Context: an optimization exercise on an open-source flow, tuned for small area. The choices shown serve that exercise and are no tape-out recipe.
Function was checked by simulation only, so behaviour that the tests miss may differ from the original.
The clock port is modelled as an ideal driver; clocking choices that lean on that would not hold on a real chip.
Power figures rest on the tool's default switching activity, not on a simulated workload.

==> flow/design.v <==
module bconv_layer_streamer #(
   parameter int DIM    = 26,
   parameter int BYTE_W = 8
) (
   input  logic                      clk,
   input  logic                      rst_n,
   input  logic                      start_i,
   input  logic [DIM*DIM-1:0]        layer_i,
   output logic [BYTE_W-1:0]         m_data_o,
   output logic                      m_valid_o,
   output logic                      m_last_o,
   input  logic                      m_ready_i,
   output logic                      busy_o,
   output logic                      done_o,
   output logic [1:0]                dbg_state_o
);
   localparam int NBITS  = DIM * DIM;
   localparam int NBYTES = (NBITS + BYTE_W - 1) / BYTE_W;
   localparam int CNT_W  = $clog2(NBYTES);
   localparam int NSHIFT = NBITS - BYTE_W;
   localparam int NTAIL  = NBYTES * BYTE_W - NBITS;
   logic r_idle, r_send, r_done;
   logic r_phase;
   logic [CNT_W-1:0] r_cnt;
   logic [NBITS-1:0] r_snap;
   logic w_last;
   logic w_shift;
   logic w_hold;
   assign w_last  = (r_cnt == CNT_W'(NBYTES - 1));
   assign w_shift = r_send & m_ready_i;
   assign w_hold  = r_send & ~m_ready_i;
   always_ff @(posedge clk or negedge rst_n) begin
      if (!rst_n) begin
         r_idle <= 1'b1;
         r_send <= 1'b0;
         r_done <= 1'b0;
      end else begin
         r_idle <= (r_idle & ~start_i) | r_done;
         r_send <= (r_idle & start_i) | (r_send & ~(m_ready_i & w_last));
         r_done <= w_shift & w_last;
      end
   end
   always_ff @(posedge clk) begin
      r_phase <= r_idle | ~r_phase;
   end
   always_ff @(posedge clk) begin
      if (r_idle)       r_cnt <= '0;
      else if (w_shift) r_cnt <= r_cnt + 1'b1;
   end
   logic [NBITS-1:0] w_snap_d;
   for (genvar k = 0; k < NBITS; k++) begin : g_snap
      if (k < NSHIFT) begin : g_sh
         bconv_aoi222 u_next (
            .a0(r_idle),  .b0(layer_i[k]),
            .a1(w_shift), .b1(r_snap[k + BYTE_W]),
            .a2(w_hold),  .b2(r_snap[k]),
            .y (w_snap_d[k])
         );
      end else begin : g_ld
         assign w_snap_d[k] = ~((r_snap[k] | r_idle) & (layer_i[k] | r_send));
      end
   end
   always_ff @(posedge clk) begin
      r_snap <= w_snap_d;
   end
   always_comb begin
      for (int j = 0; j < BYTE_W; j++) begin
         if (j < BYTE_W - NTAIL) m_data_o[j] = r_snap[j] ^ r_phase;
         else                    m_data_o[j] = (r_snap[j] ^ r_phase) & ~w_last;
      end
   end
   assign m_valid_o   = r_send;
   assign m_last_o    = w_last;
   assign busy_o      = ~r_idle;
   assign done_o      = r_done;
   assign dbg_state_o = {r_done, r_send};
endmodule
module bconv_aoi222 (
   input  logic a0, b0, a1, b1, a2, b2,
   output logic y
);
   assign y = ~((a0 & b0) | (a1 & b1) | (a2 & b2));
endmodule
==> flow/config.mk <==
export PLATFORM = sky130hd
export DESIGN_NAME = bconv_layer_streamer
export DESIGN_NICKNAME = bconv_layer_streamer
export VERILOG_FILES = /design/flow/design.v
export SDC_FILE = /design/flow/constraint.sdc
export NUM_CORES = 4
export LEC_CHECK = 0
export CAP_MARGIN = 20
export CELL_PAD_IN_SITES_DETAIL_PLACEMENT = 1
export CELL_PAD_IN_SITES_GLOBAL_PLACEMENT = 1
export CORE_MARGIN = 2
export CORE_UTILIZATION = 40
export SLEW_MARGIN = 20
export SYNTH_HIERARCHICAL = 1
==> flow/constraint.sdc <==
create_clock -name core_clock -period 6.0 [get_ports {clk}]
set_input_delay 1.2000 -clock core_clock [delete_from_list [all_inputs] [get_ports {clk}]]
set_output_delay 1.2000 -clock core_clock [all_outputs]
set_load 0.01 [all_outputs]
standard.sh (not shown) runs the stock make flow with config.mk's settings and CLKGATE_MAP_FILE= SYNTH_SCRIPT=/design/flow/synth_recipe.tcl, a recipe that flattens the netlist after the stock synthesis.
==> flow/flow/run.sh <==
#!/bin/bash
# Standard ORFS layout, with these changes:
#  * port buffers are the smallest buffer (buf_1) instead of the one
#    buffer_ports picks by default;
#  * clock tree built from clkbuf_8 with larger sink clusters and no dummy
#    loads;
#  * a max-fanout limit before floorplan, so high-fanout nets get buffered;
#  * after CTS, cells on paths with spare setup slack are downsized.
set -euo pipefail
cd "$(dirname "$0")/.."
export BUFFER_PORTS_ARGS="-buffer_cell sky130_fd_sc_hd__buf_1"
export CTS_ARGS="-sink_clustering_enable -repair_clock_nets -dont_use_dummy_load -buf_list {sky130_fd_sc_hd__clkbuf_8} -sink_clustering_size 20 -sink_clustering_max_diameter 60"
export PRE_FLOORPLAN_TCL="$PWD/flow/pre_floorplan.tcl"
export POST_CTS_TCL="$PWD/flow/post_cts.tcl"
bash standard.sh > standard_flow.log 2>&1
==> flow/flow/post_cts.tcl <==
# After CTS and its timing repair, downsize cells on paths with setup slack
# to spare (the design has over 2 ns of slack), then re-legalize.
repair_timing -recover_power 100
detailed_placement
check_placement -verbose
==> flow/flow/pre_floorplan.tcl <==
# Limit fanout so that repair_design splits the snapshot's three
# 676-load control nets into smaller buffered nets that route cleanly.
set_max_fanout 48 [current_design]
The first run ran to the end with no violations.
Next try:
==> flow/flow/run.sh (replaced) <==
#!/bin/bash
# Standard ORFS layout, with three changes:
#  * port buffers are the smallest buffer (buf_1) instead of the one
#    buffer_ports picks by default;
#  * clock tree built from clkbuf_8 with larger sink clusters and no dummy
#    loads;
#  * a max-fanout limit before floorplan, so high-fanout nets get buffered.
set -euo pipefail
cd "$(dirname "$0")/.."
export BUFFER_PORTS_ARGS="-buffer_cell sky130_fd_sc_hd__buf_1"
export CTS_ARGS="-sink_clustering_enable -repair_clock_nets -dont_use_dummy_load -buf_list {sky130_fd_sc_hd__clkbuf_8} -sink_clustering_size 16 -sink_clustering_max_diameter 60"
export PRE_FLOORPLAN_TCL="$PWD/flow/pre_floorplan.tcl"
bash standard.sh > standard_flow.log 2>&1
removed: flow/flow/post_cts.tcl
=> Wire length grows by 0.43%. Critical path depth went down by 3. Core utilization stays flat. Power came out higher by 1.1%. Non-clock buffer count drops by 3.
Next try:
==> flow/flow/run.sh (replaced) <==
#!/bin/bash
# Standard ORFS layout, with two changes:
#  * port buffers are the smallest buffer (buf_1) instead of the one
#    buffer_ports picks by default;
#  * clock tree built from small clock buffers, without dummy loads.
set -euo pipefail
cd "$(dirname "$0")/.."
export BUFFER_PORTS_ARGS="-buffer_cell sky130_fd_sc_hd__buf_1"
export CTS_ARGS="-sink_clustering_enable -repair_clock_nets -dont_use_dummy_load -buf_list {sky130_fd_sc_hd__clkbuf_4 sky130_fd_sc_hd__clkbuf_8}"
bash standard.sh > standard_flow.log 2>&1
--- a/flow/config.mk
+++ b/flow/config.mk
@@ -8,4 +8,2 @@
 export CAP_MARGIN = 20
-export CELL_PAD_IN_SITES_DETAIL_PLACEMENT = 1
-export CELL_PAD_IN_SITES_GLOBAL_PLACEMENT = 1
 export CORE_MARGIN = 2
removed: flow/flow/pre_floorplan.tcl
Result:
- The new run completed with no timing, DRC or antenna violations
- core utilization rose by 1.0 points
- wire length goes down by 12%
- setup slack loses 89 ps
- power goes up by 11%
- worst hold slack gets worse by 13 ps
Next try:
==> flow/flow/run.sh (replaced) <==
#!/bin/bash
# Standard ORFS layout, with three changes:
#  * port buffers are the smallest buffer (buf_1) instead of the one
#    buffer_ports picks by default;
#  * clock tree built from clkbuf_8 with larger sink clusters and no dummy
#    loads;
#  * a max-fanout limit before floorplan, so high-fanout nets get buffered.
set -euo pipefail
cd "$(dirname "$0")/.."
export BUFFER_PORTS_ARGS="-buffer_cell sky130_fd_sc_hd__buf_1"
export CTS_ARGS="-sink_clustering_enable -repair_clock_nets -dont_use_dummy_load -buf_list {sky130_fd_sc_hd__clkbuf_8} -sink_clustering_size 20 -sink_clustering_max_diameter 60"
export PRE_FLOORPLAN_TCL="$PWD/flow/pre_floorplan.tcl"
bash standard.sh > standard_flow.log 2>&1
==> flow/flow/pre_floorplan.tcl (new file) <==
# Limit fanout so that repair_design splits the snapshot's three
# 676-load control nets into smaller buffered nets that route cleanly.
set_max_fanout 32 [current_design]
--- a/flow/config.mk
+++ b/flow/config.mk
@@ -8,2 +8,4 @@
 export CAP_MARGIN = 20
+export CELL_PAD_IN_SITES_DETAIL_PLACEMENT = 1
+export CELL_PAD_IN_SITES_GLOBAL_PLACEMENT = 1
 export CORE_MARGIN = 2
Clock-buffer cell count went down by 62.
Worst setup slack is better by 88 ps.
Die area is unchanged.
Total power is lower by 10%.
Utilization drops by 0.77 points.
Synthesized cell count does not change.
Next try:
==> flow/flow/pre_floorplan.tcl (replaced) <==
# Limit fanout so that repair_design splits the snapshot's three
# 676-load control nets into smaller buffered nets that route cleanly.
set_max_fanout 64 [current_design]
--- a/flow/config.mk
+++ b/flow/config.mk
@@ -8,4 +8,2 @@
 export CAP_MARGIN = 20
-export CELL_PAD_IN_SITES_DETAIL_PLACEMENT = 1
-export CELL_PAD_IN_SITES_GLOBAL_PLACEMENT = 1
 export CORE_MARGIN = 2
Core utilization fell by 0.48 points. Sequential power stays flat. Synthesized cell count stays the same. First-iteration DRC count rose by 2.1%. Clock skew barely changes. Cell area fell by 0.96%. Maximum frequency fell by 2.4%.

==> static timing again, ports no longer ideal <==
No port has a modelled driver above. Below, the same layouts with a new extraction and two added sets of constraints.
Step 1, drivers: a clkbuf_16 drives clk and a buf_2 each remaining input, both assumed.
Step 2 moves the port delays by t, midway between the first and last clock arrival at a register: inputs arrive t later, outputs are due t later. That takes back most of the time a late clock gives input paths.
Slacks: ideal / step 1 / step 2; pairs: ideal / step 1.
run	shift t [ns]	setup WS [ns]	slew at the worst register clock pin (ns)	worst data-port slew with drivers (ns)
the first run	0.700	2.703 / 2.646 / 2.528	0.12 / 0.12	0.16
the second run	0.703	2.690 / 2.631 / 2.658	0.10 / 0.10	0.16
the third run	0.720	2.601 / 2.549 / 2.516	0.07 / 0.07	0.14
the fourth run	0.696	2.689 / 2.633 / 2.525	0.12 / 0.12	0.15
the fifth run	0.687	2.607 / 2.552 / 2.634	0.12 / 0.12	0.13
After both steps setup and hold are still met in every run listed. For the first run, which loses most, drivers alone change the setup slack by -0.057 ns; drivers and shift together by -0.175 ns.
